This is an optimization exercise on Yosys and OpenROAD, whose aim is small area, not a production implementation.
At most, simulation tests tie the RTL to the original design; equivalence was not proved.
The RTL of runs 3 and 4 was laid out without a check of its function.
Power is estimated from default activity; no workload was simulated.

File: design/flow/flow/run.sh
#!/bin/bash
# Own layout flow: the standard flow (standard.sh) with an area-oriented ABC
# script, a clock tree without dummy loads, and small port buffers.
set -euo pipefail
WORK=$(pwd)
# A copy of ORFS's scripts whose only change is the ABC mapping script
rm -rf "$WORK/scripts_mod"
cp -r "$FLOW_HOME/scripts" "$WORK/scripts_mod"
cp "$WORK/flow/abc.script" "$WORK/scripts_mod/abc_speed.script"
export SCRIPTS_DIR="$WORK/scripts_mod"
export CTS_ARGS="-sink_clustering_enable -repair_clock_nets -dont_use_dummy_load -buf_list sky130_fd_sc_hd__clkbuf_8 -sink_clustering_size 16 -sink_clustering_max_diameter 80"
export BUFFER_PORTS_ARGS="-buffer_cell sky130_fd_sc_hd__buf_1"
bash standard.sh > "$WORK/standard_flow.log" 2>&1
File: design/flow/flow/abc.script
strash
&get -n
&fraig -x
&put
scorr
dc2
strash
&get -n
&deepsyn -T 60
&dch -f
&nf -R 1000
&put
File: design/flow/standard.sh
#!/bin/bash
# synth_recipe.tcl (not shown) runs the flow's synth.tcl, then flattens the netlist and writes it again
# the make line also repeats each setting of config.mk as NAME=value (left out here)
make -C /OpenROAD-flow-scripts/flow DESIGN_CONFIG=/design/flow/config.mk WORK_HOME=/design/flow/orfs CLKGATE_MAP_FILE= SYNTH_SCRIPT=/design/flow/synth_recipe.tcl "${@:-finish}"
File: design/flow/config.mk
export PLATFORM = sky130hd
export DESIGN_NAME = udp_echo_top
export DESIGN_NICKNAME = udp_echo_top
export VERILOG_FILES = /design/flow/design.v
export SDC_FILE = /design/flow/constraint.sdc
export NUM_CORES = 4
export LEC_CHECK = 0
export CAP_MARGIN = 20
export CORE_MARGIN = 2
export CORE_UTILIZATION = 40
export SLEW_MARGIN = 20
File: design/flow/constraint.sdc
create_clock -name core_clock -period 5.0 [get_ports {clk}]
set_input_delay 1.0000 -clock core_clock [delete_from_list [all_inputs] [get_ports {clk}]]
set_output_delay 1.0000 -clock core_clock [all_outputs]
set_load 0.01 [all_outputs]
File: design/flow/design.v
`timescale 1ns/10ps
module udp_echo_top (
    input  logic        clk,
    input  logic        reset,
    input  logic        miso,
    output logic        sck,
    output logic        mosi,
    output logic        ssel_n,
    input  logic [63:0] tx_data,
    output logic [63:0] rx_data,
    output logic        pkg_timeout
);
    localparam logic [31:0] msg_id = 32'h7469_7277;
    localparam logic [3:0] s_init = 4'd0, s_idle = 4'd2, s_rsr = 4'd3,
        s_pull = 4'd4, s_rd_lo = 4'd5, s_rd_hi = 4'd6, s_recv = 4'd7, s_dest = 4'd8,
        s_push = 4'd9, s_wr_lo = 4'd10, s_wr_hi = 4'd11, s_send = 4'd12,
        s_rd_lo_g = 4'd13, s_rd_hi_g = 4'd14, s_recv_g = 4'd15;
    localparam logic [32*32-1:0] init_rom = {32'h00030800, 32'h00110C56, 32'h00100C09, 32'h000F0C02, 32'h000E0C0A, 32'h000D0CA8, 32'h000C0CC0, 32'h00010C01, 32'h00050C56, 32'h00040C09, 32'h001F0C10, 32'h001E0C10, 32'h00000C02, 32'h00080400, 32'h000704FF, 32'h000604FF, 32'h000504FF, 32'h00040401, 32'h0003040A, 32'h000204A8, 32'h000104C0, 32'h001204C1, 32'h0011040A, 32'h001004A8, 32'h000F04C0, 32'h000E041C, 32'h000D04E3, 32'h000C04CC, 32'h000B04FA, 32'h000A04AF, 32'h000904AA, 32'h002E04D8};
    logic [3:0] state;
    logic waiting;
    logic done;
    logic [4:0] sub;         
    logic [3:0] poll_cnt;
    logic tx_request;
    logic [15:0] rd_ptr;
    logic [15:3] wr_ptr;
    logic [7:0] bit_cnt;
    logic match;
    logic [63:0] chain;
    logic [47:0] peer;
    logic peer_def;
    logic [31:0] rx_low;
    logic rx_valid;
    logic active;
    logic is_pull;
    logic is_push;
    logic is_cmd;
    logic last;
    logic issue;
    logic begin_frame;
    logic shift_en;
    logic rx_acc;
    logic commit;
    logic peer_load;
    logic [7:0] read_byte;
    logic size_ok;
    logic [31:0] cmdv;
    logic cmd_bit;
    logic [7:0] peer_byte;
    assign active = !ssel_n;
    assign is_pull = (state == s_pull);
    assign is_push = (state == s_push);
    assign is_cmd = !is_pull && !is_push;
    assign last = is_pull ? (bit_cnt == 8'd152) : is_push ? (bit_cnt == 8'd88) : (bit_cnt == 8'd32);
    assign issue = !waiting && state != s_idle;
    assign begin_frame = waiting && !active && !done;
    assign rx_acc = (state == s_idle) && sub[4];
    assign commit = issue && state == s_rd_lo_g;
    assign read_byte = chain[7:0];
    assign size_ok = (read_byte == 8'd16);
    assign cmd_bit = use_var ? var_byte[~bit_cnt[2:0]] : cmdv[~bit_cnt[4:0]];
    assign mosi = active && !last &&
                  ((is_cmd || bit_cnt < 8'd24) ? cmd_bit : (is_push && chain[63]));
    assign shift_en = active && !last &&
                      (is_push ? (sck && bit_cnt >= 8'd24) :
                       (!sck && !(is_pull && bit_cnt >= 8'd88 && bit_cnt < 8'd120)));
    assign peer_load = active && is_pull && bit_cnt == 8'd120 && !sck && match;
    always_comb begin
        case (sub[2:0])
            3'd1: peer_byte = peer[47:40];
            3'd2: peer_byte = peer[39:32];
            3'd3: peer_byte = peer[31:24];
            3'd4: peer_byte = peer[23:16];
            3'd5: peer_byte = peer[15:8];
            default: peer_byte = peer[7:0];
        endcase
    end
    logic use_var;
    logic var_hi;
    logic [7:0] var_byte;
    logic [7:0] wr_lo_byte;
    assign wr_lo_byte = {wr_ptr[7:3], 3'd0};
    assign var_hi = (is_pull || is_push) ? !bit_cnt[3] : (state == s_rd_hi || state == s_rd_hi_g || state == s_wr_hi);
    always_comb begin
        case (state)
            s_pull, s_rd_lo, s_rd_hi, s_rd_lo_g, s_rd_hi_g: var_byte = var_hi ? rd_ptr[15:8] : rd_ptr[7:0];
            s_push, s_wr_lo, s_wr_hi: var_byte = var_hi ? wr_ptr[15:8] : wr_lo_byte;
            default: var_byte = peer_byte;
        endcase
    end
    always_comb begin
        case (state)
            s_pull, s_push: use_var = !bit_cnt[4];
            s_rd_lo, s_rd_hi, s_rd_lo_g, s_rd_hi_g, s_wr_lo, s_wr_hi: use_var = bit_cnt[4] && bit_cnt[3];
            s_dest: use_var = !peer_def && bit_cnt[4] && bit_cnt[3];
            default: use_var = 1'b0;
        endcase
    end
    always_comb begin
        case (state)
            s_init, s_dest: cmdv = init_rom[32 * sub +: 32];
            s_rsr: cmdv = 32'h0027_0800;
            s_pull: cmdv = 32'h0000_1800;
            s_rd_lo, s_rd_lo_g: cmdv = 32'h0029_0C00;
            s_rd_hi, s_rd_hi_g: cmdv = 32'h0028_0C00;
            s_recv, s_recv_g: cmdv = 32'h0001_0C40;
            s_push: cmdv = 32'h0000_1400;
            s_wr_lo: cmdv = 32'h0025_0C00;
            s_wr_hi: cmdv = 32'h0024_0C00;
            default: cmdv = 32'h0001_0C20;
        endcase
    end
    always_ff @(posedge clk) begin
        done <= 1'b0;
        if (reset) begin
            ssel_n <= 1'b1;
            sck <= 1'b0;
            bit_cnt <= '0;
        end else if (begin_frame) begin
            ssel_n <= 1'b0;
            sck <= 1'b0;
            bit_cnt <= '0;
        end else if (active) begin
            if (last) begin
                ssel_n <= 1'b1;
                done <= 1'b1;
            end else if (!sck) begin
                sck <= 1'b1;
            end else begin
                sck <= 1'b0;
                bit_cnt <= bit_cnt + 8'd1;
            end
        end
    end
    always_ff @(posedge clk) begin
        if (issue) begin
            chain <= tx_data;
        end else if (shift_en) begin
            chain <= {chain[62:0], miso};
        end
    end
    always_ff @(posedge clk) begin
        if (issue) begin
            match <= 1'b1;
        end else if (active && !sck && is_pull && bit_cnt >= 8'd88 && bit_cnt < 8'd120) begin
            match <= match && (miso == msg_id[5'd23 - bit_cnt[4:0]]);
        end
    end
    always_ff @(posedge clk) begin
        if (reset) begin
            state <= s_init;
            waiting <= 1'b0;
            sub <= '0;
            poll_cnt <= '0;
            rd_ptr <= '0;
            wr_ptr <= '0;
            tx_request <= 1'b0;
        end else if (waiting) begin
            if (done) begin
                waiting <= 1'b0;
                case (state)
                    s_init: begin
                        if (sub != 5'd31 || read_byte == 8'h22) sub <= sub + 5'd1;
                        if (sub == 5'd31 && read_byte == 8'h22) state <= s_idle;
                    end
                    s_rsr: begin
                        if (read_byte == 8'd0) begin
                            state <= s_idle;
                        end else if (size_ok) begin
                            state <= s_pull;
                        end else begin
                            rd_ptr <= rd_ptr + {8'd0, read_byte};
                            state <= s_rd_lo;
                        end
                    end
                    s_pull: begin
                        rd_ptr <= rd_ptr + 16'd16;
                        state <= s_rd_lo_g;
                    end
                    s_rd_lo: state <= s_rd_hi;
                    s_rd_hi: state <= s_recv;
                    s_rd_lo_g: state <= s_rd_hi_g;
                    s_rd_hi_g: state <= s_recv_g;
                    s_recv: state <= s_idle;
                    s_recv_g: begin
                        sub <= 5'd25;
                        state <= s_dest;
                    end
                    s_dest: begin
                        sub <= sub + 5'd1;
                        if (sub == 5'd30) state <= s_idle;
                    end
                    s_push: begin
                        wr_ptr <= wr_ptr + 13'd1;
                        state <= s_wr_lo;
                    end
                    s_wr_lo: state <= s_wr_hi;
                    s_wr_hi: state <= s_send;
                    default: begin
                        tx_request <= 1'b0;
                        state <= s_idle;
                    end
                endcase
            end
        end else if (state == s_idle) begin
            if (rx_acc) begin
                sub <= sub + 5'd1;
                tx_request <= 1'b1;
            end
            if (tx_request) begin
                state <= s_push;
            end else if (poll_cnt == 4'd10) begin
                poll_cnt <= '0;
                state <= s_rsr;
            end else begin
                poll_cnt <= poll_cnt + 4'd1;
            end
        end else begin
            waiting <= 1'b1;
        end
    end
    always_ff @(posedge clk) begin
        if (reset) begin
            peer_def <= 1'b1;
        end else if (peer_load) begin
            peer_def <= 1'b0;
        end
        if (peer_load) peer <= chain[63:16];
    end
    always_ff @(posedge clk) begin
        if (reset) begin
            rx_valid <= 1'b0;
            rx_low <= '0;
        end else if (commit && match) begin
            rx_valid <= 1'b1;
            rx_low <= chain[31:0];
        end
    end
    assign rx_data = {rx_valid ? msg_id : 32'd0, rx_low};
    localparam logic [22:0] lfsr_at_timeout = 23'h30F84F;
    logic [22:0] lfsr;
    always_ff @(posedge clk) begin
        if (reset || rx_acc) begin
            lfsr <= '0;
            pkg_timeout <= 1'b0;
        end else begin
            lfsr <= {lfsr[21:0], ~(lfsr[22] ^ lfsr[17])};
            if (lfsr == lfsr_at_timeout) pkg_timeout <= 1'b1;
        end
    end
endmodule
==> results of run 1 <==
[report_power, final]
| group | total, W | internal, W | switching, W | leakage [nW] |
|---|---|---|---|---|
| logic | 0.000176 | 0.0000719 | 0.000104 | 1.84 |
| registers | 0.00208 | 0.00203 | 0.0000502 | 1.99 |
| clock network | 0.000879 | 0.000325 | 0.000555 | 0.129 |
| total | 0.00313 | 0.00243 | 0.000709 | 3.96 |
[state kept, by name, summed over array words and instances, names as in the netlist, 4 cells and up]
register,flops
poll_cnt,4
rd_ptr,16
chain,64
wr_ptr,13
peer,48
sub,5
rx_low,32
bit_cnt,8
state,4
lfsr,23
[worst max path at each step]
stage,to,slack (ps),cells after the start
floorplan,chain[0]$_DFFE_PP_,50,5
global placement,mosi,670,11
detailed placement,mosi,520,11
CTS,mosi,120,11
global route,mosi,9,13
finish,mosi,270,14
[through the flow]
step	hold WS [ps]	total power, W	util (%)	setup slack, ps
3_5_place_dp	428.0	0.002300	44.20	523.4
2_1_floorplan	418.7	0.002219	-	51.80
3_3_place_gp	427.5	0.002297	44.20	670.7
4_1_cts	455.1	0.003174	45.20	115.2
6_report	448.2	0.003134	45.22	265.3
5_1_grt	470.0	0.003268	45.22	8.794
[synthesized netlist by cell type (all sizes together), types with 2 or more instances]
cell	n
dfxtp	114
edfxtp	112
a21oi	66
mux2	63
nand2	60
nor2	56
nor3	48
o21ai	37
and2	35
a22o	34
buf	32
ha	28
and3	24
a22oi	23
clkinv	21
nand3	18
a211oi	12
nor2b	9
o31ai	8
nand2b	7
nand4	7
xnor2	7
a221oi	6
a31oi	6
o22ai	6
nand3b	5
nor4	5
a222oi	4
o211ai	4
o221ai	4
xor2	4
a2111oi	3
a21o	3
nor3b	3
o311a	3
o311ai	3
mux2i	2
nand4b	2
o2111ai	2
o21a	2
o21bai	2
or2	2
[worst max-delay path: cells and delay by family, from the launching register on]
family                   cells  cell delay (ps)
AO/OA/AOI/OAI                8             1320
flip-flops                   1              490
multiplexers                 1              180
adder cells (fa/ha/maj)      1              410
AND/OR/NAND/NOR              1              200
buffers and inverters        3              640
[logic make-up after synthesis]
group / after synthesis
compound gates: 235
simple gates: 286
flops: 226
other cells: 1
mux: 65
fa+ha+maj: 29
xor+xnor: 11
buf+inv: 53
[area by class of cell]
cell class	instances	area (um^2)	area share (%)
Clock buffer	18	247.7	2.182
Inverter	21	82.58	0.7273
Multi-Input combinational cell	640	4327	38.10
Sequential cell	226	5648	49.74
Tap cell	330	412.9	3.636
Timing Repair Buffer	143	636.9	5.609
[per-layer routing]
layer / wire length [um] / share of wire, %
met1: 12000 / 47
met3: 1447 / 5.6
met4: 803 / 3.1
met2: 11450 / 45
met5: 0 / 0
==> qor.csv, run 1 <==
metric;value;unit
status;complete, no violations;
crit_path_cell_trace;clkinv_1 -> ha_1 -> nor2b_1 -> buf_4 -> a222oi_1 -> o211ai_1 -> a21oi_1 -> a21oi_1 -> o22ai_1 -> o211ai_1 -> o311a_1 -> mux2i_1 -> a221oi_1 -> buf_1;
leakage;3.960;nW
cts-root-buf;clkbuf_8;
path_class;reg -> out;
critPathArrivalTime;3730;ps
cp-start-kind;flop;
cts.reportedPaths.clkPinSlew;100;ps
fmax;211.2;MHz
antenna_cells;0;
worstPathRequired;4000;ps
gp_congestion;0.9253;
drt.antenna.violating_nets;0;
cts_max_level;1;
drv_cap;0;
drt_iter0_drc;673;
timing.rr.end;bit_cnt[7]$_SDFFE_PP0P_;
drive_gt1_share;4.866;%
wl_per_cell;18.65;um
synthFlopType;dfxtp_1;
drc;0;
cp_slowest_cell;dfxtp_1;
clock-sinks;226;
r2r_slack;1360;ps
grt_use_met1;27.47;%
synth_fa_ha_area_share;3.632;%
cts_setup_buffers;0;
finalCritPeriodShare;94.69;%
synth.distinct_cells;56;
die-width;163.7;um
final_cell_mix;buf_1, dfxtp_1, edfxtp_1;
grt_usage;19.12;%
worstPathMaxFanout;10;
finalNetCount;1146;
slew-limit-headroom;38.19;%
avgSynthCellArea;11.25;um^2
ys_seq_area_share;55.37;%
coreArea;25110;um^2
holdPathStages;0;
ir_worst_vdd;0.1879;mV
tightest_slew;925.1;ps
grt_busiest_layer;met2;
p_per_area;276.0;nW/um^2
grt_max_degree;65;
yosys.area.top_type_share;32.99;%
cts_resized;1;
rows;58;
synth_top_family_by_area;compound AO/OA/AOI/OAI gates;
slew_violations;0;
stdcell_area;11350;um^2
rr_startpoint;state[0]$_SDFFE_PP0P_;
crit_path_max_incr_delay;490;ps
layout_commonest_cell;buf_1;
min_period;4735;ps
yosys-top-cells-area;edfxtp_1, dfxtp_1, mux2_1;
dp.cells;1360;
cts_tree;built;
first_pass_iters;6;
endpoint_kind;output pin;
postSynthCellCount;906;
r2r_cells;15;
yosys_warnings;1;
antenna_found_initial;0;
hold_start;chain[32]$_DFFE_PP_;
routed_via_density;5.565;
finalSetupTns;0;ps
place_area;11100;um^2
grt_pass1_vias;7370;
synthMuxAreaShare;7.154;%
grt-ovfl-total;0;
hold_path_class;reg -> reg;
hold_end;peer[16]$_DFFE_PP_;
start_util;40.61;%
area_growth;11.36;%
vias;7668;
nFillCells;2446;
fin_skew;94.68;ps
cp-startpoint;sub[0]$_SDFFE_PP0P_;
clock_latency;540;ps
synth_xor_area_share;0.9449;%
finalSetupViolations;0;
cts_inserted_buffers;18;
dp_hpwl;18360;um
numPortBuffers;120;
grt_use_met2;29.20;%
syn_area;10200;um^2
synthSimpleGateAreaFrac;14.16;%
async_flop_share;0;%
synth_largest_area_cell;edfxtp_1;
ios;135;
synth_seq_cells;226;
fin_cells;1378;
synth_compound_area_share;15.57;%
die_h;163.7;um
grt_pass1_wl;40520;um
grtUsageMet3;2.920;%
rsz0062_at_grt;false;
hold_viol;0;
clock_path_buffers;3;
hold_buffers;0;
die_area;26780;um^2
synth-edff-count;112;
wl;25690;um
==> run 2, diff against run 1 <==
--- a/design/flow/flow/run.sh
+++ b/design/flow/flow/run.sh
@@ -9,5 +9,5 @@
 cp "$WORK/flow/abc.script" "$WORK/scripts_mod/abc_speed.script"
 export SCRIPTS_DIR="$WORK/scripts_mod"
-export CTS_ARGS="-sink_clustering_enable -repair_clock_nets -dont_use_dummy_load -buf_list sky130_fd_sc_hd__clkbuf_8 -sink_clustering_size 16 -sink_clustering_max_diameter 80"
+export CTS_ARGS="-sink_clustering_enable -repair_clock_nets -dont_use_dummy_load -buf_list sky130_fd_sc_hd__clkbuf_16 -sink_clustering_size 25 -sink_clustering_max_diameter 100"
 export BUFFER_PORTS_ARGS="-buffer_cell sky130_fd_sc_hd__buf_1"
 bash standard.sh > "$WORK/standard_flow.log" 2>&1
==> qor.csv, run 2 <==
metric;value;unit
status;complete, no violations;
critPathArrivalTime;3700;ps
synth_largest_area_cell;edfxtp_1;
hold_viol;0;
rsz0062_at_grt;false;
synth.most_common_cell;dfxtp_1;
first_pass_iters;7;
grt_usage;19.05;%
dp_hpwl;18360;um
crit_path_cell_trace;clkinv_1 -> ha_1 -> nor2b_1 -> buf_4 -> a222oi_1 -> o211ai_1 -> a21oi_1 -> a21oi_1 -> o22ai_1 -> o211ai_1 -> o311a_1 -> mux2i_1 -> a221oi_1 -> buf_1;
whs;417.7;ps
die-width;163.7;um
synth_seq_cells;226;
endpoint_kind;output pin;
async_flop_share;0;%
largest_reg_flops;64;
die_area;26780;um^2
crit_family;compound AO/OA/AOI/OAI gates;
path_class;reg -> out;
clock_path_buffers;3;
clock_latency;480;ps
place_area;11100;um^2
rows;58;
grt_pass1_wl;40400;um
cts-root-buf;clkbuf_16;
start_util;40.61;%
avgSynthCellArea;11.25;um^2
cts.reportedPaths.clkPinSlew;100;ps
coreArea;25110;um^2
drv_cap;0;
p_per_area;287.6;nW/um^2
leakage;3.991;nW
grt_max_degree;65;
clock-sinks;226;
wl_per_cell;18.64;um
area_growth;12.11;%
wl;25590;um
hold_buffers;0;
drt_iter0_drc;735;
grt-ovfl-total;0;
synthTopCellsByCount;dfxtp_1, edfxtp_1, a21oi_1;
gp_congestion;0.9253;
finalSetupViolations;0;
cts_setup_buffers;0;
tightest_slew;931.5;ps
die_h;163.7;um
numPortBuffers;120;
yosys.area.top_type_share;32.99;%
antenna_found_initial;0;
ir_worst_vdd;0.2076;mV
worstPathMaxFanout;10;
dp.cells;1360;
synth-edff-count;112;
yosys_warnings;1;
yosys-top-cells-area;edfxtp_1, dfxtp_1, mux2_1;
syn_area;10200;um^2
regMostFlops;chain;
ys_seq_area_share;55.37;%
drt.antenna.violating_nets;0;
finalCritPeriodShare;93.92;%
final_cell_mix;buf_1, dfxtp_1, edfxtp_1;
postSynthCellCount;906;
cts_max_level;1;
top_regs;chain (64), peer (48), rx_low (32);
slew-limit-headroom;37.76;%
drc;0;
synthFlopType;dfxtp_1;
finalNetCount;1141;
fmax;212.9;MHz
cts_inserted_buffers;13;
cp_slowest_cell;dfxtp_1;
finalSetupTns;0;ps
vias;7634;
antenna_cells;0;
ios;135;
layout_commonest_cell;buf_1;
hold_path_class;reg -> reg;
fin_skew;51.02;ps
cts_tree;built;
grt_pass1_vias;7316;
routed_via_density;5.560;
path_buf_inv;3;
worstPathRequired;4000;ps
crit_path_max_incr_delay;490;ps
stdcell_area;11430;um^2
fin_cells;1373;
synth.distinct_cells;56;
slew_violations;0;
drive_gt1_share;4.314;%
min_period;4696;ps
cp-start-kind;flop;
-- run 2: cell counts after synthesis --
Identical to the previous run, type by type.
-- run 2: repair_timing --
item                                    CTS  global route
endpoints found under the setup margin    1             1
cloned                                    0             0
resized for setup                         1             3
-- run 2: area by class of cell --
type	instances	area (um^2)
clock buffer	13	325.3
fill	2439	13680
inverter	21	82.58
multi-input combinational	640	4327
sequential	226	5647
tap	330	412.9
timing repair buffer	143	636.9
-- run 2: worst paths after layout --
path	from	to	slack, ps	cells after the start
max	sub[0]$_SDFFE_PP0P_	mosi	300	14
min	chain[57]$_DFFE_PP_	peer[41]$_DFFE_PP_	420	0
max reg2reg	state[0]$_SDFFE_PP0P_	bit_cnt[7]$_SDFFE_PP0P_	1370	15
min reg2reg	chain[57]$_DFFE_PP_	peer[41]$_DFFE_PP_	420	0
-- run 2: per-layer routing --
metal | GRT usage [%] | up-vias | routed length, um
met5 | 0 | - | 0
met4 | 6.898 | 0 | 865
met3 | 2.590 | 56 | 1337
met2 | 29.13 | 274 | 11260
met1 | 27.58 | 3615 | 12130
li1 | - | 3689 | -
-- run 2: power by group --
group	internal [W]	leakage (nW)	switching, W
clock network	0.000468	0.160	0.000566
registers	0.00203	1.99	0.0000497
logic	0.0000719	1.84	0.000104
-- run 2: cells by family after synthesis --
group | Yosys count | share of synthesized area, %
simple gates | 286 | 14.16
buf+inv | 53 | 3.129
compound gates | 235 | 15.57
mux | 65 | 7.154
xor+xnor | 11 | 0.9449
fa+ha+maj | 29 | 3.632
other cells | 1 | 0.03678
flops | 226 | 55.37
-- run 2: per-stage QoR --
step / total power, W / setup slack, ps / util, %
global route: 0.003411 / 19.33 / 45.53
floorplan: 0.002219 / 51.80 / -
detailed placement: 0.002300 / 523.4 / 44.20
finish: 0.003287 / 303.9 / 45.53
CTS: 0.003328 / 148.5 / 45.51
global placement: 0.002297 / 670.7 / 44.20
==> run 3, diff against run 2 <==
--- a/design/flow/design.v
+++ b/design/flow/design.v
@@ -18,16 +18,10 @@
     localparam logic [32*32-1:0] init_rom = {32'h00030800, 32'h00110C56, 32'h00100C09, 32'h000F0C02, 32'h000E0C0A, 32'h000D0CA8, 32'h000C0CC0, 32'h00010C01, 32'h00050C56, 32'h00040C09, 32'h001F0C10, 32'h001E0C10, 32'h00000C02, 32'h00080400, 32'h000704FF, 32'h000604FF, 32'h000504FF, 32'h00040401, 32'h0003040A, 32'h000204A8, 32'h000104C0, 32'h001204C1, 32'h0011040A, 32'h001004A8, 32'h000F04C0, 32'h000E041C, 32'h000D04E3, 32'h000C04CC, 32'h000B04FA, 32'h000A04AF, 32'h000904AA, 32'h002E04D8};
     logic [3:0] state;
-    logic waiting;
-    logic done;
-    logic [4:0] sub;         
-    logic [3:0] poll_cnt;
-    logic tx_request;
+    logic [4:0] sub;
     logic [15:0] rd_ptr;
     logic [15:3] wr_ptr;
     logic [7:0] bit_cnt;
-    logic match;
     logic [63:0] chain;
     logic [47:0] peer;
-    logic peer_def;
     logic [31:0] rx_low;
     logic rx_valid;
@@ -39,4 +33,6 @@
     logic issue;
     logic begin_frame;
+    logic done;
+    logic ready;
     logic shift_en;
     logic rx_acc;
@@ -53,7 +49,9 @@
     assign is_cmd = !is_pull && !is_push;
     assign last = is_pull ? (bit_cnt == 8'd152) : is_push ? (bit_cnt == 8'd88) : (bit_cnt == 8'd32);
-    assign issue = !waiting && state != s_idle;
-    assign begin_frame = waiting && !active && !done;
-    assign rx_acc = (state == s_idle) && sub[4];
+    assign ready = !active && bit_cnt[1:0] == 2'd0;
+    assign issue = ready && state != s_idle;
+    assign begin_frame = !active && bit_cnt[1];
+    assign done = !active && bit_cnt[0];
+    assign rx_acc = (state == s_idle) && sub == 5'd31;
     assign commit = issue && state == s_rd_lo_g;
     assign read_byte = chain[7:0];
@@ -65,5 +63,5 @@
                       (is_push ? (sck && bit_cnt >= 8'd24) :
                        (!sck && !(is_pull && bit_cnt >= 8'd88 && bit_cnt < 8'd120)));
-    assign peer_load = active && is_pull && bit_cnt == 8'd120 && !sck && match;
+    assign peer_load = active && is_pull && bit_cnt == 8'd120 && !sck && sub[0];
     always_comb begin
         case (sub[2:0])
@@ -93,5 +91,5 @@
             s_pull, s_push: use_var = !bit_cnt[4];
             s_rd_lo, s_rd_hi, s_rd_lo_g, s_rd_hi_g, s_wr_lo, s_wr_hi: use_var = bit_cnt[4] && bit_cnt[3];
-            s_dest: use_var = !peer_def && bit_cnt[4] && bit_cnt[3];
+            s_dest: use_var = rx_valid && bit_cnt[4] && bit_cnt[3];
             default: use_var = 1'b0;
         endcase
@@ -112,5 +110,4 @@
     end
     always_ff @(posedge clk) begin
-        done <= 1'b0;
         if (reset) begin
             ssel_n <= 1'b1;
@@ -124,5 +121,5 @@
             if (last) begin
                 ssel_n <= 1'b1;
-                done <= 1'b1;
+                bit_cnt <= bit_cnt + 8'd1;
             end else if (!sck) begin
                 sck <= 1'b1;
@@ -131,4 +128,8 @@
                 bit_cnt <= bit_cnt + 8'd1;
             end
+        end else if (done) begin
+            bit_cnt <= '0;
+        end else if (issue) begin
+            bit_cnt <= 8'd2;
         end
     end
@@ -141,22 +142,14 @@
     end
     always_ff @(posedge clk) begin
-        if (issue) begin
-            match <= 1'b1;
-        end else if (active && !sck && is_pull && bit_cnt >= 8'd88 && bit_cnt < 8'd120) begin
-            match <= match && (miso == msg_id[5'd23 - bit_cnt[4:0]]);
-        end
-    end
-    always_ff @(posedge clk) begin
         if (reset) begin
             state <= s_init;
-            waiting <= 1'b0;
             sub <= '0;
-            poll_cnt <= '0;
             rd_ptr <= '0;
             wr_ptr <= '0;
-            tx_request <= 1'b0;
-        end else if (waiting) begin
-            if (done) begin
-                waiting <= 1'b0;
+        end else if (active) begin
+            if (!sck && is_pull && bit_cnt >= 8'd88 && bit_cnt < 8'd120) begin
+                sub[0] <= sub[0] && (miso == msg_id[5'd23 - bit_cnt[4:0]]);
+            end
+        end else if (done) begin
                 case (state)
                     s_init: begin
@@ -197,33 +190,23 @@
                     s_wr_lo: state <= s_wr_hi;
                     s_wr_hi: state <= s_send;
-                    default: begin
-                        tx_request <= 1'b0;
-                        state <= s_idle;
-                    end
+                    default: state <= s_idle;
                 endcase
-            end
         end else if (state == s_idle) begin
             if (rx_acc) begin
-                sub <= sub + 5'd1;
-                tx_request <= 1'b1;
-            end
-            if (tx_request) begin
+                sub <= 5'd30;
+            end else if (sub == 5'd30) begin
+                sub <= 5'd1;
                 state <= s_push;
-            end else if (poll_cnt == 4'd10) begin
-                poll_cnt <= '0;
+            end else if (sub == 5'd10) begin
+                sub <= '0;
                 state <= s_rsr;
             end else begin
-                poll_cnt <= poll_cnt + 4'd1;
+                sub <= sub + 5'd1;
             end
-        end else begin
-            waiting <= 1'b1;
-        end
-    end
-    always_ff @(posedge clk) begin
-        if (reset) begin
-            peer_def <= 1'b1;
-        end else if (peer_load) begin
-            peer_def <= 1'b0;
-        end
+        end else if (issue && is_pull) begin
+            sub <= 5'd1;
+        end
+    end
+    always_ff @(posedge clk) begin
         if (peer_load) peer <= chain[63:16];
     end
@@ -232,5 +215,5 @@
             rx_valid <= 1'b0;
             rx_low <= '0;
-        end else if (commit && match) begin
+        end else if (commit && sub[0]) begin
             rx_valid <= 1'b1;
             rx_low <= chain[31:0];
--- a/design/flow/flow/run.sh
+++ b/design/flow/flow/run.sh
@@ -9,5 +9,7 @@
 cp "$WORK/flow/abc.script" "$WORK/scripts_mod/abc_speed.script"
 export SCRIPTS_DIR="$WORK/scripts_mod"
-export CTS_ARGS="-sink_clustering_enable -repair_clock_nets -dont_use_dummy_load -buf_list sky130_fd_sc_hd__clkbuf_16 -sink_clustering_size 25 -sink_clustering_max_diameter 100"
+export CTS_ARGS="-sink_clustering_enable -repair_clock_nets -dont_use_dummy_load -buf_list sky130_fd_sc_hd__clkbuf_8 -sink_clustering_size 16 -sink_clustering_max_diameter 80"
 export BUFFER_PORTS_ARGS="-buffer_cell sky130_fd_sc_hd__buf_1"
+export SKIP_REPAIR_TIE_FANOUT=1
+export GPL_KEEP_OVERFLOW=0
 bash standard.sh > "$WORK/standard_flow.log" 2>&1
==> qor.csv, run 3 <==
metric;value;unit
clock_latency;560;ps
die_h;161.9;um
wl_per_cell;18.49;um
avgSynthCellArea;9.809;um^2
cts.reportedPaths.clkPinSlew;120;ps
yosys.area.top_type_share;33.71;%
synth_top_family_by_area;simple AND/OR/NAND/NOR gates;
synth_largest_area_cell;edfxtp_1;
coreArea;24390;um^2
grt_usage;20.31;%
wl_met2;12070;um
endpoint_kind;output pin;
yosys_warnings;1;
final_cell_mix;nor2_1, buf_1, edfxtp_1;
finalSetupViolations;0;
p_per_area;488.5;nW/um^2
p_sw;0.002049;W
met3_length;1702;um
fmax;210.1;MHz
clock_path_buffers;3;
dp_hpwl;19650;um
cts_inserted_buffers;18;
yosys-top-cells-area;edfxtp_1, dfxtp_1, nor2_1;
finalNetCount;1241;
numPortBuffers;120;
antenna_cells;0;
topRoutingLayerUsed;met4;
slew-limit-headroom;37.42;%
grt_pass1_wl;42540;um
wl;27110;um
holdPathStages;0;
fin_skew;87.53;ps
status;complete, no violations;
grt_pass1_vias;7717;
fin_cells;1466;
seq_power_share;50.4;%
cts-root-buf;clkbuf_8;
min_period;4760;ps
synth.distinct_cells;56;
slew_violations;0;
async_flop_share;0;%
sw_frac_of_total;37.50;%
drive_gt1_share;5.604;%
synthSimpleGateAreaFrac;20.88;%
synthFlopType;edfxtp_1;
die_area;26220;um^2
grt-ovfl-total;0;
start_util;40.90;%
top_regs;chain (64), peer (48), rx_low (32);
synth.most_common_cell;nor2_1;
drv_cap;0;
critPathArrivalTime;3760;ps
antenna_found_initial;0;
leakage;4.135;nW
drt.antenna.violating_nets;0;
path_class;reg -> out;
rows;57;
worstPathMaxFanout;11;
layout_commonest_cell;nor2_1;
rr_startpoint;bit_cnt[1]$_SDFFE_PP0P_;
cts_setup_buffers;0;
area_growth;12.10;%
m1WireLength;12550;um
r2r_cells;13;
synth_compound_area_share;16.32;%
worstPathRequired;4000;ps
syn_area;9976;um^2
finalCritPeriodShare;95.21;%
cp-start-kind;flop;
synthMuxAreaShare;0.1003;%
first_pass_iters;7;
clkPwrFrac;16.3;%
hold_viol;0;
combinationalPowerShare;33.3;%
routed_via_density;5.583;
dp.cells;1448;
synth_xor_area_share;0.8780;%
largest_reg_flops;64;
regMostFlops;chain;
cts_max_level;1;
hold_end;peer[36]$_DFFE_PP_;
ys_seq_area_share;54.78;%
clock-sinks;217;
postSynthCellCount;1017;
synth_fa_ha_area_share;3.838;%
hold_path_class;reg -> reg;
gp_congestion;0.9240;
whs;401.8;ps
die-width;161.9;um
rsz0062_at_grt;false;
r2r_slack;1510;ps
drc;0;
hold_start;chain[52]$_DFFE_PP_;
grt_max_degree;41;
synth_seq_cells;217;
synth-edff-count;112;
tightest_slew;936.3;ps
ir_worst_vdd;0.3208;mV
drt_iter0_drc;497;
ios;135;
synthTopCellsByCount;nor2_1, edfxtp_1, dfxtp_1;
cts_tree;built;
vias;8184;
internal_power;0.003415;W
timing.rr.end;chain[45]$_DFFE_PP_;
==> run 3: how the worst max path moves through the flow <==
| stage | start | endpoint | slack [ps] |
|---|---|---|---|
| 2_1_floorplan | state[0]$_SDFFE_PP0P_ | chain[0]$_DFFE_PP_ | -1570 |
| 3_3_place_gp | bit_cnt[1]$_SDFFE_PP0P_ | chain[47]$_DFFE_PP_ | -5210 |
| 3_5_place_dp | sub[2]$_SDFFE_PP0P_ | mosi | -50 |
| 4_1_cts | sub[1]$_SDFFE_PP0P_ | mosi | 60 |
| 5_1_grt | sub[1]$_SDFFE_PP0P_ | mosi | 20 |
| 6_report | sub[0]$_SDFFE_PP0P_ | mosi | 240 |
==> run 3: final cells by class <==
type	instances	area (um^2)
fill	2401	13210
sequential	217	5482
multi-input combinational	748	4284
timing repair buffer	139	681.9
tap	324	405.4
clock buffer	18	247.7
inverter	20	82.58
==> run 3: worst max-delay path, stage by stage (launching register included) <==
cell      delay [ps]
dfxtp_2          420
clkinv_1         150
ha_1             260
nor2b_1          510
a22oi_1          190
nand3_1          140
a21oi_1           70
or4_1            520
a32oi_1          270
o22ai_1          110
a21oi_1          130
a21oi_1           70
nor2_1           190
buf_1            180
==> run 3: cells by family (layout without fill, tap and decap cells) <==
| family | Yosys count | after routing |
|---|---|---|
| flip-flops | 217 | 217 |
| AO/OA/AOI/OAI | 242 | 242 |
| buffers and inverters | 52 | 177 |
| adder cells (fa/ha/maj) | 30 | 30 |
| other | 1 | 1 |
| multiplexers | 1 | 1 |
| AND/OR/NAND/NOR | 464 | 464 |
| XOR/XNOR | 10 | 10 |
==> run 3: layer usage <==
metal | track usage, % | vias up
li1 | - | 3966
met1 | 28.92 | 3878
met2 | 31.18 | 285
met3 | 3.830 | 55
met4 | 6.879 | 0
met5 | 0 | -
==> run 3: per-stage QoR <==
step / setup TNS (ps) / total power, W / instance area (um^2) / util, % / setup slack, ps
after CTS: 0 / 0.005504 / 11170 / 45.81 / 59.01
after global placement: -555400 / 0.004571 / 10630 / 43.57 / -5211
after detailed placement: -52.28 / 0.004618 / 10920 / 44.75 / -52.28
final: 0 / 0.005463 / 11180 / 45.85 / 239.6
after floorplan: -152230 / 0.003873 / 10010 / - / -1569
after global routing: 0 / 0.005817 / 11180 / 45.85 / 20.42
==> run 3: power by group through the flow <==
stage	logic [W]	registers, W	clock network [W]
after floorplan	0.00115	0.00272	0
after global placement	0.00165	0.00292	0
after detailed placement	0.00182	0.00280	0
after CTS	0.00183	0.00276	0.000915
after global routing	0.00204	0.00280	0.000974
final	0.00182	0.00276	0.000889
==> run 3: timing repair <==
| action | CTS | global route |
|---|---|---|
| pin swaps | 0 | 0 |
| hold buffers | 0 | 0 |
| setup endpoints to repair | 1 | 1 |
| resized for setup | 4 | 4 |
==> run 4, diff against run 3 <==
--- a/design/flow/flow/run.sh
+++ b/design/flow/flow/run.sh
@@ -12,4 +12,3 @@
 export BUFFER_PORTS_ARGS="-buffer_cell sky130_fd_sc_hd__buf_1"
 export SKIP_REPAIR_TIE_FANOUT=1
-export GPL_KEEP_OVERFLOW=0
 bash standard.sh > "$WORK/standard_flow.log" 2>&1
==> qor.csv, run 4 <==
metric;value;unit
rsz0062_at_grt;false;
finalCritPeriodShare;93.69;%
cp-start-kind;flop;
final_cell_mix;nor2_1, buf_1, edfxtp_1;
grt_pass1_wl;42950;um
crit_path_max_incr_delay;500;ps
synth_largest_area_cell;edfxtp_1;
internal_power;0.003279;W
sw_frac_of_total;38.04;%
tightest_slew;1006;ps
hold_buffers;0;
topRoutingLayerUsed;met4;
m1WireLength;12720;um
syn_area;9941;um^2
p_sw;0.002013;W
path_class;reg -> out;
async_flop_share;0;%
leakage;4.011;nW
drc;0;
yosys.area.top_type_share;33.83;%
grt_max_degree;66;
cp_slowest_cell;dfxtp_2;
synth_seq_cells;217;
dp_hpwl;18860;um
stdcell_area;11020;um^2
grt_pass1_vias;7632;
synth.most_common_cell;nor2_1;
area_growth;10.90;%
min_period;4684;ps
finalSetupTns;0;ps
crit_path_cell_trace;clkinv_1 -> ha_1 -> and2_0 -> a222oi_1 -> a21oi_1 -> a221oi_1 -> a21oi_1 -> a31oi_1 -> mux2i_1 -> a22oi_1 -> nor2_1 -> buf_1;
wl_met2;11860;um
antenna_cells;0;
vias;8235;
drive_gt1_share;5.080;%
finalNetCount;1221;
grt_usage;20.61;%
ir_worst_vdd;0.3313;mV
postSynthCellCount;1000;
routed_via_density;5.695;
layout_commonest_cell;nor2_1;
clkPwrFrac;16.4;%
p_per_area;480.1;nW/um^2
drt_iter0_drc;766;
drv_cap;0;
ys_seq_area_share;54.98;%
fin_skew;44.32;ps
worstPathRequired;4000;ps
met3_length;1920;um
drt.antenna.violating_nets;0;
regMostFlops;chain;
critPathArrivalTime;3680;ps
avgSynthCellArea;9.941;um^2
die-width;161.6;um
place_area;10760;um^2
clock_latency;530;ps
synth.distinct_cells;54;
clock_path_buffers;3;
first_pass_iters;5;
die_h;161.6;um
clock-sinks;217;
status;complete, no violations;
fmax;213.5;MHz
worstPathMaxFanout;11;
hold_viol;0;
slew-limit-headroom;31.21;%
cts_inserted_buffers;18;
antenna_found_initial;0;
synthTopCellsByCount;nor2_1, edfxtp_1, dfxtp_1;
numPortBuffers;120;
die_area;26130;um^2
cpMostUsedCell;a21oi_1;
coreArea;24390;um^2
synth-edff-count;112;
combinationalPowerShare;31.5;%
rows;57;
finalSetupViolations;0;
hold_path_class;reg -> reg;
endpoint_kind;output pin;
ios;135;
cts-root-buf;clkbuf_8;
cts_tree;built;
yosys-top-cells-area;edfxtp_1, dfxtp_1, nor2_1;
whs;429.7;ps
grt-ovfl-total;0;
cts.reportedPaths.clkPinSlew;90;ps
cts_setup_buffers;0;
top_regs;chain (64), peer (48), rx_low (32);
wl_per_cell;18.86;um
start_util;40.76;%
yosys_warnings;1;
cts_max_level;1;
wl;27270;um
seq_power_share;52.1;%
synthFlopType;edfxtp_1;
largest_reg_flops;64;
slew_violations;0;
gp_congestion;0.9862;
-- run 4: changes by cell type in the layout (fill, tap and decap cells not counted), sizes merged, moves of 5 or more --
cell	delta
and3	+5
nand3	-5
o21ai	-7
o22ai	-6
nand2	-5
nor3	+8
a21oi	-5
a222oi	+7
-- run 4: final timing paths --
check | start | endpoint | slack [ps] | cells past startpoint
worst max-delay path | sub[0]$_SDFFE_PP0P_ | mosi | 320 | 12
worst min-delay path | lfsr[9]$_SDFF_PP0_ | lfsr[10]$_SDFF_PP0_ | 430 | 1
worst max register to register | state[1]$_SDFFE_PP0P_ | sub[1]$_SDFFE_PP0P_ | 1420 | 9
worst min register to register | lfsr[9]$_SDFF_PP0_ | lfsr[10]$_SDFF_PP0_ | 430 | 1
-- run 4: power groups by stage --
stage	clock network, W	registers (W)	logic (W)
finish	0.000870	0.00276	0.00167
global route	0.000969	0.00281	0.00188
detailed placement	0	0.00280	0.00167
global placement	0	0.00280	0.00166
CTS	0.000909	0.00276	0.00168
floorplan	0	0.00273	0.00115
-- run 4: repair_timing --
item	in CTS	in global routing
hold endpoints to repair	0	0
setup endpoints to repair	0	1
resized for setup	0	5
-- run 4: area by class of cell --
type / count / area, um^2
fillers: 2396 / 13370
flip-flops and latches: 217 / 5478
multi-input cells: 730 / 4239
repair buffers: 136 / 570.5
well taps: 324 / 405.4
clock buffers: 18 / 247.7
inverters: 21 / 83.83
-- run 4: worst max-delay path, delay by kind of cell (launching register included) --
family / cells / cell delay (ps)
compound gates: 6 / 1360
fa+ha+maj: 1 / 320
flops: 1 / 500
mux: 1 / 160
simple gates: 2 / 440
buf+inv: 2 / 380
-- run 4: cell families after synthesis --
logic type	count (synthesis)	synth area share (%)
compound gates	237	16.64
xor+xnor	11	0.9691
fa+ha+maj	30	3.852
buf+inv	53	3.210
flops	217	54.98
mux	3	0.3021
other cells	1	0.03772
simple gates	448	20.01
-- run 4: metal layers --
| metal | GRT usage (%) | vias to the layer above |
|---|---|---|
| li1 | - | 3924 |
| met1 | 30.61 | 3883 |
| met2 | 30.91 | 360 |
| met3 | 3.287 | 68 |
| met4 | 6.396 | 0 |
| met5 | 0 | - |
-- run 4: metrics by stage --
| stage | setup WS [ps] | total power, W | instances | utilization, % |
|---|---|---|---|---|
| 6_report | 315.7 | 0.005292 | 1446 | 45.20 |
| 5_1_grt | 88.59 | 0.005659 | 1446 | 45.20 |
| 4_1_cts | 156.5 | 0.005348 | 1446 | 45.14 |
| 3_5_place_dp | 736.6 | 0.004471 | 1428 | 44.13 |
| 3_3_place_gp | 897.0 | 0.004453 | 1428 | 44.13 |
| 2_1_floorplan | -1601 | 0.003880 | 1000 | - |
==> run 5, diff against run 4 <==
--- a/design/flow/design.v
+++ b/design/flow/design.v
@@ -24,4 +24,5 @@
     logic [63:0] chain;
     logic [47:0] peer;
+    logic peer_def;
     logic [31:0] rx_low;
     logic rx_valid;
@@ -91,5 +92,5 @@
             s_pull, s_push: use_var = !bit_cnt[4];
             s_rd_lo, s_rd_hi, s_rd_lo_g, s_rd_hi_g, s_wr_lo, s_wr_hi: use_var = bit_cnt[4] && bit_cnt[3];
-            s_dest: use_var = rx_valid && bit_cnt[4] && bit_cnt[3];
+            s_dest: use_var = !peer_def && bit_cnt[4] && bit_cnt[3];
             default: use_var = 1'b0;
         endcase
@@ -209,4 +210,9 @@
     end
     always_ff @(posedge clk) begin
+        if (reset) begin
+            peer_def <= 1'b1;
+        end else if (peer_load) begin
+            peer_def <= 1'b0;
+        end
         if (peer_load) peer <= chain[63:16];
     end
==> qor.csv, run 5 <==
metric;value;unit
clock-sinks;218;
yosys_warnings;1;
p_per_area;434.0;nW/um^2
worstPathRequired;4000;ps
antenna_found_initial;0;
path_buf_inv;3;
gp_congestion;0.9110;
regMostFlops;chain;
multi_input_area;4185;um^2
nFillCells;2443;
finalCritPeriodShare;93.22;%
rows;57;
place_ws;552.2;ps
cts.reportedPaths.clkPinSlew;90;ps
leakage;3.929;nW
async_flop_share;0;%
endpoint_kind;output pin;
grt_max_degree;65;
clock_latency;520;ps
synth.most_common_cell;nor2_1;
timing.rr.end;chain[63]$_DFFE_PP_;
start_util;40.80;%
area_growth;10.42;%
slew_violations;0;
rr_startpoint;state[1]$_SDFFE_PP0P_;
grt_pass1_wl;43480;um
drc;0;
syn_area;9952;um^2
cts_tree;built;
cts_max_level;1;
wl_per_cell;18.46;um
synthFlopType;edfxtp_1;
synth.distinct_cells;56;
slew-limit-headroom;35.94;%
clock_path_buffers;3;
ir_worst_vdd;0.2795;mV
r2r_slack;1460;ps
grt_pass1_vias;7769;
hold_start;lfsr[16]$_SDFF_PP0_;
first_pass_iters;6;
die_h;161.7;um
holdPathStages;1;
crit_path_max_incr_delay;550;ps
rsz0062_at_grt;false;
antenna_cells;0;
min_period;4661;ps
regArea;5487;um^2
drt.antenna.violating_nets;0;
cp-start-kind;flop;
drive_gt1_share;3.944;%
fin_skew;44.58;ps
tightest_slew;953.6;ps
yosys.area.top_type_share;33.79;%
hold_viol;0;
yosys-top-cells-area;edfxtp_1, dfxtp_1, nor2_1;
synthTopCellsByCount;nor2_1, edfxtp_1, dfxtp_1;
die-width;161.7;um
critPathArrivalTime;3660;ps
wl;27050;um
ys_seq_area_share;55.12;%
cp_slowest_cell;dfxtp_1;
fmax;214.5;MHz
cpMostUsedCell;o21ai_0;
routed_via_density;5.533;
largest_reg_flops;64;
path_class;reg -> out;
cts-root-buf;clkbuf_8;
hold_path_class;reg -> reg;
final_cell_mix;nor2_1, buf_1, edfxtp_1;
synth-edff-count;112;
setup_slack;338.8;ps
layout_commonest_cell;nor2_1;
postSynthCellCount;1017;
synth_seq_cells;218;
drt_iter0_drc;891;
ios;135;
synth_largest_area_cell;edfxtp_1;
grt_usage;20.64;%
finalNetCount;1236;
worstPathMaxFanout;11;
drv_cap;0;
crit_path_cell_trace;clkinv_1 -> ha_1 -> nor4_1 -> buf_4 -> nand2_1 -> a31o_1 -> a41oi_1 -> o21ai_0 -> a31oi_1 -> o21ai_0 -> a2bb2oi_1 -> a21oi_1 -> nor2b_1 -> buf_1;
finalSetupViolations;0;
r2r_cells;10;
hold_end;lfsr[17]$_SDFF_PP0_;
die_area;26160;um^2
dp_hpwl;19110;um
top_regs;chain (64), peer (48), rx_low (32);
cts_inserted_buffers;18;
hold_buffers;0;
finalSetupTns;0;ps
coreArea;24390;um^2
numPortBuffers;120;
grt-ovfl-total;0;
vias;8106;
crit_family;compound AO/OA/AOI/OAI gates;
avgSynthCellArea;9.786;um^2
status;complete, no violations;
==> run 5: cell count changes in the layout (fill, tap and decap cells not counted), moves of 5 or more <==
cell | previous run | this run
dfxtp_2 | 7 | 1
a21oi_1 | 50 | 58
and3_1 | 50 | 24
a221oi_1 | 12 | 4
o22ai_1 | 8 | 2
dfxtp_1 | 97 | 105
and2_0 | 14 | 33
nand2_1 | 54 | 62
nor2b_1 | 7 | 12
a31oi_1 | 9 | 20
o21ai_0 | 42 | 37
nand3_1 | 8 | 19
==> run 5: how the worst max path moves through the flow <==
| stage | start | to | cells after the start |
|---|---|---|---|
| 2_1_floorplan | bit_cnt[0]$_SDFFE_PP0P_ | chain[0]$_DFFE_PP_ | 5 |
| 3_3_place_gp | sub[1]$_SDFFE_PP0P_ | mosi | 15 |
| 3_5_place_dp | sub[1]$_SDFFE_PP0P_ | mosi | 15 |
| 4_1_cts | sub[1]$_SDFFE_PP0P_ | mosi | 15 |
| 5_1_grt | sub[2]$_SDFFE_PP0P_ | mosi | 14 |
| 6_report | sub[2]$_SDFFE_PP0P_ | mosi | 14 |
==> run 5: cells by family after synthesis <==
family / synth area share (%)
AND/OR/NAND/NOR: 21.59
AO/OA/AOI/OAI: 15.72
flip-flops: 55.12
buffers and inverters: 3.206
adder cells (fa/ha/maj): 3.344
XOR/XNOR: 0.8801
other: 0.03768
multiplexers: 0.1131
==> run 5: timing repair <==
action	CTS	global route
gates resized for setup	1	1
endpoints found under the setup margin	1	1
setup buffers	0	0
==> run 5: worst reg2reg max path, cell delays in order (launching register included) <==
cell and delay [ps]:
dfxtp_1 600, clkinv_1 320, nand2_1 230, nor3_1 130, a31oi_1 210, nor3_1 70
a22o_1 200, a21oi_1 350, o2111ai_1 190, nand2_2 80, buf_4 680
==> run 5: layer usage <==
metal | vias up | wire, um | track usage, %
met1 | 3835 | 12160 | 29.48
met5 | - | 0 | 0
li1 | 3945 | - | -
met2 | 279 | 12670 | 33.04
met3 | 47 | 1570 | 2.962
met4 | 0 | 647 | 5.551
==> run 5: per-stage QoR <==
step | util (%) | total power (W) | cells | cell area [um^2] | hold slack (ps)
CTS | 45.02 | 0.004840 | 1465 | 10980 | 428.8
detailed placement | 44.00 | 0.003962 | 1447 | 10730 | 438.7
floorplan | - | 0.003481 | 1017 | 9958 | 421.6
global placement | 44.00 | 0.003936 | 1447 | 10730 | 430.8
finish | 45.05 | 0.004769 | 1465 | 10990 | 421.8
global route | 45.05 | 0.005103 | 1465 | 10990 | 438.8
==> run 5: area by class of cell <==
type | instances | area share (%)
sequential | 218 | 49.93
multi-input combinational | 746 | 38.08
timing repair buffer | 138 | 5.328
tap | 324 | 3.689
clock buffer | 18 | 2.254
inverter | 21 | 0.7173
==> run 5: where the power goes <==
group,leakage [nW],total [W],internal (W),switching (W)
Clock,0.129,0.000873,0.000324,0.000548
Combinational,1.89,0.00120,0.000351,0.000851
Sequential,1.91,0.00269,0.00243,0.000260
==> run 6, diff against run 5 <==
--- a/design/flow/flow/run.sh
+++ b/design/flow/flow/run.sh
@@ -11,4 +11,3 @@
 export CTS_ARGS="-sink_clustering_enable -repair_clock_nets -dont_use_dummy_load -buf_list sky130_fd_sc_hd__clkbuf_8 -sink_clustering_size 16 -sink_clustering_max_diameter 80"
 export BUFFER_PORTS_ARGS="-buffer_cell sky130_fd_sc_hd__buf_1"
-export SKIP_REPAIR_TIE_FANOUT=1
 bash standard.sh > "$WORK/standard_flow.log" 2>&1
==> qor.csv, run 6 <==
metric;value;unit
synth.most_common_cell;nor2_1;
fmax;213.4;MHz
seq_power_share;56.1;%
antenna_cells;0;
nFillCells;2428;
r2r_cells;10;
synth_seq_cells;218;
grt_pass1_vias;7807;
tightest_slew;952.2;ps
leakage;3.983;nW
die_area;26160;um^2
wl_per_cell;18.40;um
cts_max_level;1;
first_pass_iters;6;
drt.antenna.violating_nets;0;
min_period;4686;ps
finalNetCount;1250;
clock_path_buffers;3;
drv_cap;0;
cp-start-kind;flop;
yosys-top-cells-area;edfxtp_1, dfxtp_1, nor2_1;
combinationalPowerShare;25.0;%
routed_via_density;5.487;
drc;0;
grt-ovfl-total;0;
hold_buffers;0;
gp_congestion;0.9530;
drive_gt1_share;4.069;%
antenna_found_initial;0;
ys_seq_area_share;55.12;%
layout_commonest_cell;nor2_1;
r2r_slack;1490;ps
regMostFlops;chain;
vias;8115;
ios;135;
synth.distinct_cells;56;
synthTopCellsByCount;nor2_1, edfxtp_1, dfxtp_1;
cts-root-buf;clkbuf_8;
internal_power;0.003136;W
start_util;40.80;%
grt_pass1_wl;42900;um
rsz0062_at_grt;false;
syn_area;9952;um^2
drt_iter0_drc;717;
avgSynthCellArea;9.786;um^2
yosys_warnings;1;
cts.reportedPaths.clkPinSlew;100;ps
die-width;161.7;um
largest_reg_flops;64;
synth-edff-count;112;
hold_viol;0;
path_class;reg -> out;
dp_hpwl;19360;um
async_flop_share;0;%
sw_frac_of_total;34.68;%
worstPathMaxFanout;12;
holdPathStages;0;
slew_violations;0;
critPathArrivalTime;3690;ps
endpoint_kind;output pin;
wl;27210;um
numPortBuffers;120;
slew-limit-headroom;36.03;%
final_cell_mix;nor2_1, buf_1, edfxtp_1;
status;complete, no violations;
cts_tree;built;
clock_latency;530;ps
grt_max_degree;64;
fin_util;45.38;%
synthFlopType;edfxtp_1;
p_per_area;433.7;nW/um^2
p_sw;0.001665;W
coreArea;24390;um^2
fin_skew;56.25;ps
grt_usage;20.59;%
rows;57;
worstPathRequired;4000;ps
area_growth;11.21;%
ir_worst_vdd;0.2356;mV
clkPwrFrac;18.9;%
finalSetupTns;0;ps
synth_largest_area_cell;edfxtp_1;
finalCritPeriodShare;93.72;%
postSynthCellCount;1017;
clock-sinks;218;
hold_path_class;reg -> reg;
cts_inserted_buffers;19;
die_h;161.7;um
top_regs;chain (64), peer (48), rx_low (32);
yosys.area.top_type_share;33.79;%
p_total;0.004801;W
finalSetupViolations;0;
==> run 6: changes by cell type in the layout (fill, tap and decap cells not counted), sizes merged <==
cell | previous run | this run
clkinvlp | 0 | 1
clkbuf | 18 | 19
clkinv | 21 | 20
conb | 1 | 14
==> run 6: routing by layer <==
layer | track usage, % | wire length, um | vias up
met1 | 29.02 | 12450 | 3833
met5 | 0 | 0 | -
met4 | 6.999 | 882 | 0
li1 | - | - | 3962
met3 | 2.247 | 1435 | 62
met2 | 33.28 | 12450 | 258
==> run 6: cell type report <==
| cell class | instances | area [um^2] | share of cell area [%] |
|---|---|---|---|
| flip-flops and latches | 218 | 5487 | 49.57 |
| multi-input cells | 759 | 4234 | 38.25 |
| well taps | 324 | 405.4 | 3.663 |
| inverters | 21 | 82.58 | 0.7461 |
| clock buffers | 19 | 261.5 | 2.363 |
| repair buffers | 138 | 598.1 | 5.404 |
==> run 6: stage by stage <==
step / setup WS (ps) / area, um^2 / hold WS (ps) / std cells
floorplan: 371.0 / 10010 / 421.6 / 1030
CTS: 36.24 / 11050 / 384.0 / 1479
global placement: 661.2 / 10790 / 434.6 / 1460
finish: 314.0 / 11070 / 385.2 / 1479
detailed placement: 636.1 / 10790 / 435.2 / 1460
global route: 9.586 / 11070 / 383.5 / 1479
==> run 6: path summary, 6_finish.rpt <==
check                                            from                 end
worst max-delay path              sub[0]$_SDFFE_PP0P_                mosi
worst min-delay path              chain[52]$_DFFE_PP_  peer[36]$_DFFE_PP_
worst max register to register  state[1]$_SDFFE_PP0P_  chain[5]$_DFFE_PP_
worst min register to register    chain[52]$_DFFE_PP_  peer[36]$_DFFE_PP_
==> run 6: timing repair <==
action / in CTS / in global routing
endpoints found under the setup margin: 0 / 1
setup buffers: 0 / 0
gates resized for setup: 0 / 3
hold endpoints to repair: 0 / 0
==> run 6: logic make-up after synthesis <==
logic type | synth area share, %
simple gates | 21.59
compound gates | 15.72
flops | 55.12
buf+inv | 3.206
fa+ha+maj | 3.344
xor+xnor | 0.8801
other cells | 0.03768
mux | 0.1131
==> run 6: critical path: stages (launching register included) <==
cell and delay, ps:
dfxtp_2 510, clkinvlp_4 240, ha_1 320, and2_0 330, nor4_1 230, buf_4 190
nand2_1 60, a31oi_1 160, a211oi_1 70, nor4_1 320, o21ai_0 150, a2bb2oi_1 150
a21oi_1 120, nor2b_1 150, buf_1 160
==> run 6: power groups by stage <==
stage | logic (W) | clock network (W) | registers (W)
2_1_floorplan | 0.000848 | 0 | 0.00263
3_3_place_gp | 0.00121 | 0 | 0.00273
3_5_place_dp | 0.00122 | 0 | 0.00274
4_1_cts | 0.00122 | 0.000940 | 0.00270
5_1_grt | 0.00138 | 0.000990 | 0.00273
6_report | 0.00120 | 0.000908 | 0.00269
==> run 7, diff against run 6 <==
--- a/design/flow/design.v
+++ b/design/flow/design.v
@@ -22,5 +22,8 @@
     logic [15:3] wr_ptr;
     logic [7:0] bit_cnt;
+    localparam logic [63:0] chain_inv = {32{2'b10}};
+    logic [63:0] chain_s;
     logic [63:0] chain;
+    logic [47:0] peer_s;
     logic [47:0] peer;
     logic peer_def;
@@ -56,4 +59,6 @@
     assign rx_acc = (state == s_idle) && sub == 5'd31;
     assign commit = issue && state == s_rd_lo_g;
+    assign chain = chain_s ^ chain_inv;
+    assign peer = peer_s ^ chain_inv[63:16];
     assign read_byte = chain[7:0];
     assign size_ok = (read_byte == 8'd16);
@@ -137,7 +142,7 @@
     always_ff @(posedge clk) begin
         if (issue) begin
-            chain <= tx_data;
+            chain_s <= tx_data ^ chain_inv;
         end else if (shift_en) begin
-            chain <= {chain[62:0], miso};
+            chain_s <= {~chain_s[62:0], miso};
         end
     end
@@ -215,5 +220,5 @@
             peer_def <= 1'b0;
         end
-        if (peer_load) peer <= chain[63:16];
+        if (peer_load) peer_s <= chain_s[63:16];
     end
     always_ff @(posedge clk) begin
@@ -228,11 +233,14 @@
     assign rx_data = {rx_valid ? msg_id : 32'd0, rx_low};
     localparam logic [22:0] lfsr_at_timeout = 23'h30F84F;
+    localparam logic [22:0] lfsr_inv = {1'b0, {11{2'b10}}};
+    logic [22:0] lfsr_s;
     logic [22:0] lfsr;
+    assign lfsr = lfsr_s ^ lfsr_inv;
     always_ff @(posedge clk) begin
         if (reset || rx_acc) begin
-            lfsr <= '0;
+            lfsr_s <= lfsr_inv;
             pkg_timeout <= 1'b0;
         end else begin
-            lfsr <= {lfsr[21:0], ~(lfsr[22] ^ lfsr[17])};
+            lfsr_s <= {lfsr[21:0], ~(lfsr[22] ^ lfsr[17])} ^ lfsr_inv;
             if (lfsr == lfsr_at_timeout) pkg_timeout <= 1'b1;
         end
--- a/design/flow/flow/run.sh
+++ b/design/flow/flow/run.sh
@@ -11,3 +11,4 @@
 export CTS_ARGS="-sink_clustering_enable -repair_clock_nets -dont_use_dummy_load -buf_list sky130_fd_sc_hd__clkbuf_8 -sink_clustering_size 16 -sink_clustering_max_diameter 80"
 export BUFFER_PORTS_ARGS="-buffer_cell sky130_fd_sc_hd__buf_1"
+export SKIP_REPAIR_TIE_FANOUT=1
 bash standard.sh > "$WORK/standard_flow.log" 2>&1
==> qor.csv, run 7 <==
metric;value;unit
slew-limit-headroom;39.39;%
cts-root-buf;clkbuf_8;
hold_viol;0;
antenna_cells;0;
hold_path_class;reg -> reg;
ios;135;
critPathArrivalTime;3760;ps
clock-sinks;218;
whs;376.2;ps
yosys.area.top_type_share;34.39;%
first_pass_iters;5;
numPortBuffers;120;
antenna_found_initial;0;
coreArea;24180;um^2
worstPathRequired;4000;ps
fin_skew;79.76;ps
status;complete, no violations;
min_period;4763;ps
avgSynthCellArea;10.46;um^2
synth_seq_cells;218;
grt_pass1_vias;7499;
synth.most_common_cell;edfxtp_1;
dp_hpwl;18890;um
leakage;3.822;nW
layout_commonest_cell;buf_1;
rsz0062_at_grt;false;
finalNetCount;1160;
cts_resized;0;
grt_usage;19.97;%
yosys-top-cells-area;edfxtp_1, dfxtp_1, a21oi_1;
async_flop_share;0;%
path_class;reg -> out;
die_h;160.4;um
p_per_area;440.6;nW/um^2
cts_max_level;1;
die_area;25720;um^2
cts_inserted_buffers;18;
synth_largest_area_cell;edfxtp_1;
wl;26380;um
worstPathMaxFanout;8;
postSynthCellCount;935;
drc;0;
ir_worst_vdd;0.3020;mV
drv_cap;0;
synthFlopType;edfxtp_1;
syn_area;9779;um^2
cts_setup_buffers;0;
regMostFlops;chain_s;
drt_iter0_drc;684;
rows;57;
grt_pass1_wl;41030;um
fin_cells;1389;
fmax;210.0;MHz
hold_buffers;0;
synth.distinct_cells;54;
synth-edff-count;112;
cts_tree;built;
largest_reg_flops;64;
routed_via_density;5.661;
drt.antenna.violating_nets;0;
synthTopCellsByCount;edfxtp_1, nor2_1, dfxtp_1;
grt-ovfl-total;0;
yosys_warnings;1;
ys_seq_area_share;56.09;%
finalSetupViolations;0;
vias;7863;
clock_latency;550;ps
die-width;160.4;um
final_cell_mix;buf_1, edfxtp_1, nor2_1;
fin_util;45.19;%
finalCritPeriodShare;95.26;%
wl_per_cell;18.99;um
endpoint_kind;output pin;
tightest_slew;909.1;ps
grt_max_degree;85;
area_growth;11.73;%
gp_congestion;0.9580;
slew_violations;0;
cts.reportedPaths.clkPinSlew;100;ps
dp.cells;1371;
top_regs;chain_s (64), peer_s (48), rx_low (32);
start_util;40.45;%
drive_gt1_share;5.540;%
cp-start-kind;flop;
clock_path_buffers;3;
finalSetupTns;0;ps
==> run 7: power breakdown <==
part / leakage, nW / switching, W / internal [W]
clock network: 0.129 / 0.000568 / 0.000325
logic: 1.77 / 0.000788 / 0.000441
registers: 1.93 / 0.000259 / 0.00243
==> run 7: area by class of cell <==
class	instances	area, um^2
inverter	23	90.09
timing repair buffer	144	656.9
fill	2317	13250
tap	324	405.4
multi-input combinational	662	4040
sequential	218	5487
clock buffer	18	247.7
==> run 7: cells by family after synthesis <==
kind of cell / synth area share, %
DFF: 56.09
AOI/OAI and AO/OA: 16.90
other: 0.03835
adders and majority gates: 3.403
xor gates and xnor gates: 1.254
buffers and inverters: 3.339
muxes: 3.493
and+or+nand+nor: 15.48
==> run 7: routing by layer <==
metal,global-route usage (%),vias up,share of wire (%)
met2,31.25,278,45
met3,3.048,64,6.2
met5,0,-,0
li1,-,3757,-
met1,28.13,3764,45
met4,7.658,0,3.5
==> run 7: critical path: stages, from the launching register on <==
cell        delay (ps)
dfxtp_1            380
clkinvlp_4         220
ha_2               300
nand2_1            230
o21ai_0            170
nor4_1             390
nor4_1             100
nor4_1             310
nor4bb_1            90
a21oi_1            160
o21ai_0            110
a21oi_1            180
o22ai_1            100
o21ai_0             80
o21ai_0            140
and2_0             180
buf_1              130
==> run 7: worst paths after layout <==
path	start	to	slack [ps]	cells after the start
setup / recovery	sub[1]$_SDFFE_PP0P_	mosi	240	16
hold / removal	lfsr_s[20]$_SDFF_PP0_	lfsr_s[21]$_SDFF_PP1_	380	1
setup reg to reg	state[0]$_SDFFE_PP0P_	chain_s[63]$_DFFE_PP_	1270	11
hold reg to reg	lfsr_s[20]$_SDFF_PP0_	lfsr_s[21]$_SDFF_PP1_	380	1
==> run 7: stage by stage <==
stage                     setup slack [ps]  instance area (um^2)  power [W]
after global placement               668.3                 10630   0.003935
after floorplan                      364.5                  9784   0.003491
after detailed placement             636.2                 10630   0.003955
final                                237.1                 10930   0.004814
after CTS                            96.30                 10870   0.004837
after global routing                 16.56                 10930   0.005075

[re-timing with driven ports]
In the flow no input, the clock included, has a driving cell. The finished layouts below were timed again as built, in two steps. Step 1 sets driving cells, clkbuf_16 on the clock port and buf_2 on the other inputs (assumed; they add their load-dependent delay and slew). Step 2 adds t to the input delays and takes it off the output delays; t is the mean of the earliest and latest rising clock arrival at the registers after step 1. Input paths then give back, and output paths get back, about the clock's delay inside the block. a / b / c = ideal ports / drivers / drivers and shift; a / b = the first two.
| run | t (ns) | setup slack, ns | worst setup path after step 2 |
|---|---|---|---|
| run 1 | 0.535 | 0.265 / 0.222 / 0.757 | register to output |
| run 2 | 0.502 | 0.304 / 0.257 / 0.758 | register to output |
| run 3 | 0.557 | 0.240 / 0.195 / 0.752 | register to output |
| run 4 | 0.554 | 0.316 / 0.273 / 0.828 | register to output |
| run 5 | 0.540 | 0.339 / 0.298 / 0.838 | register to output |
| run 6 | 0.542 | 0.314 / 0.271 / 0.813 | register to output |
| run 7 | 0.556 | 0.237 / 0.195 / 0.751 | register to output |
After both steps setup and hold are still met in every run listed.
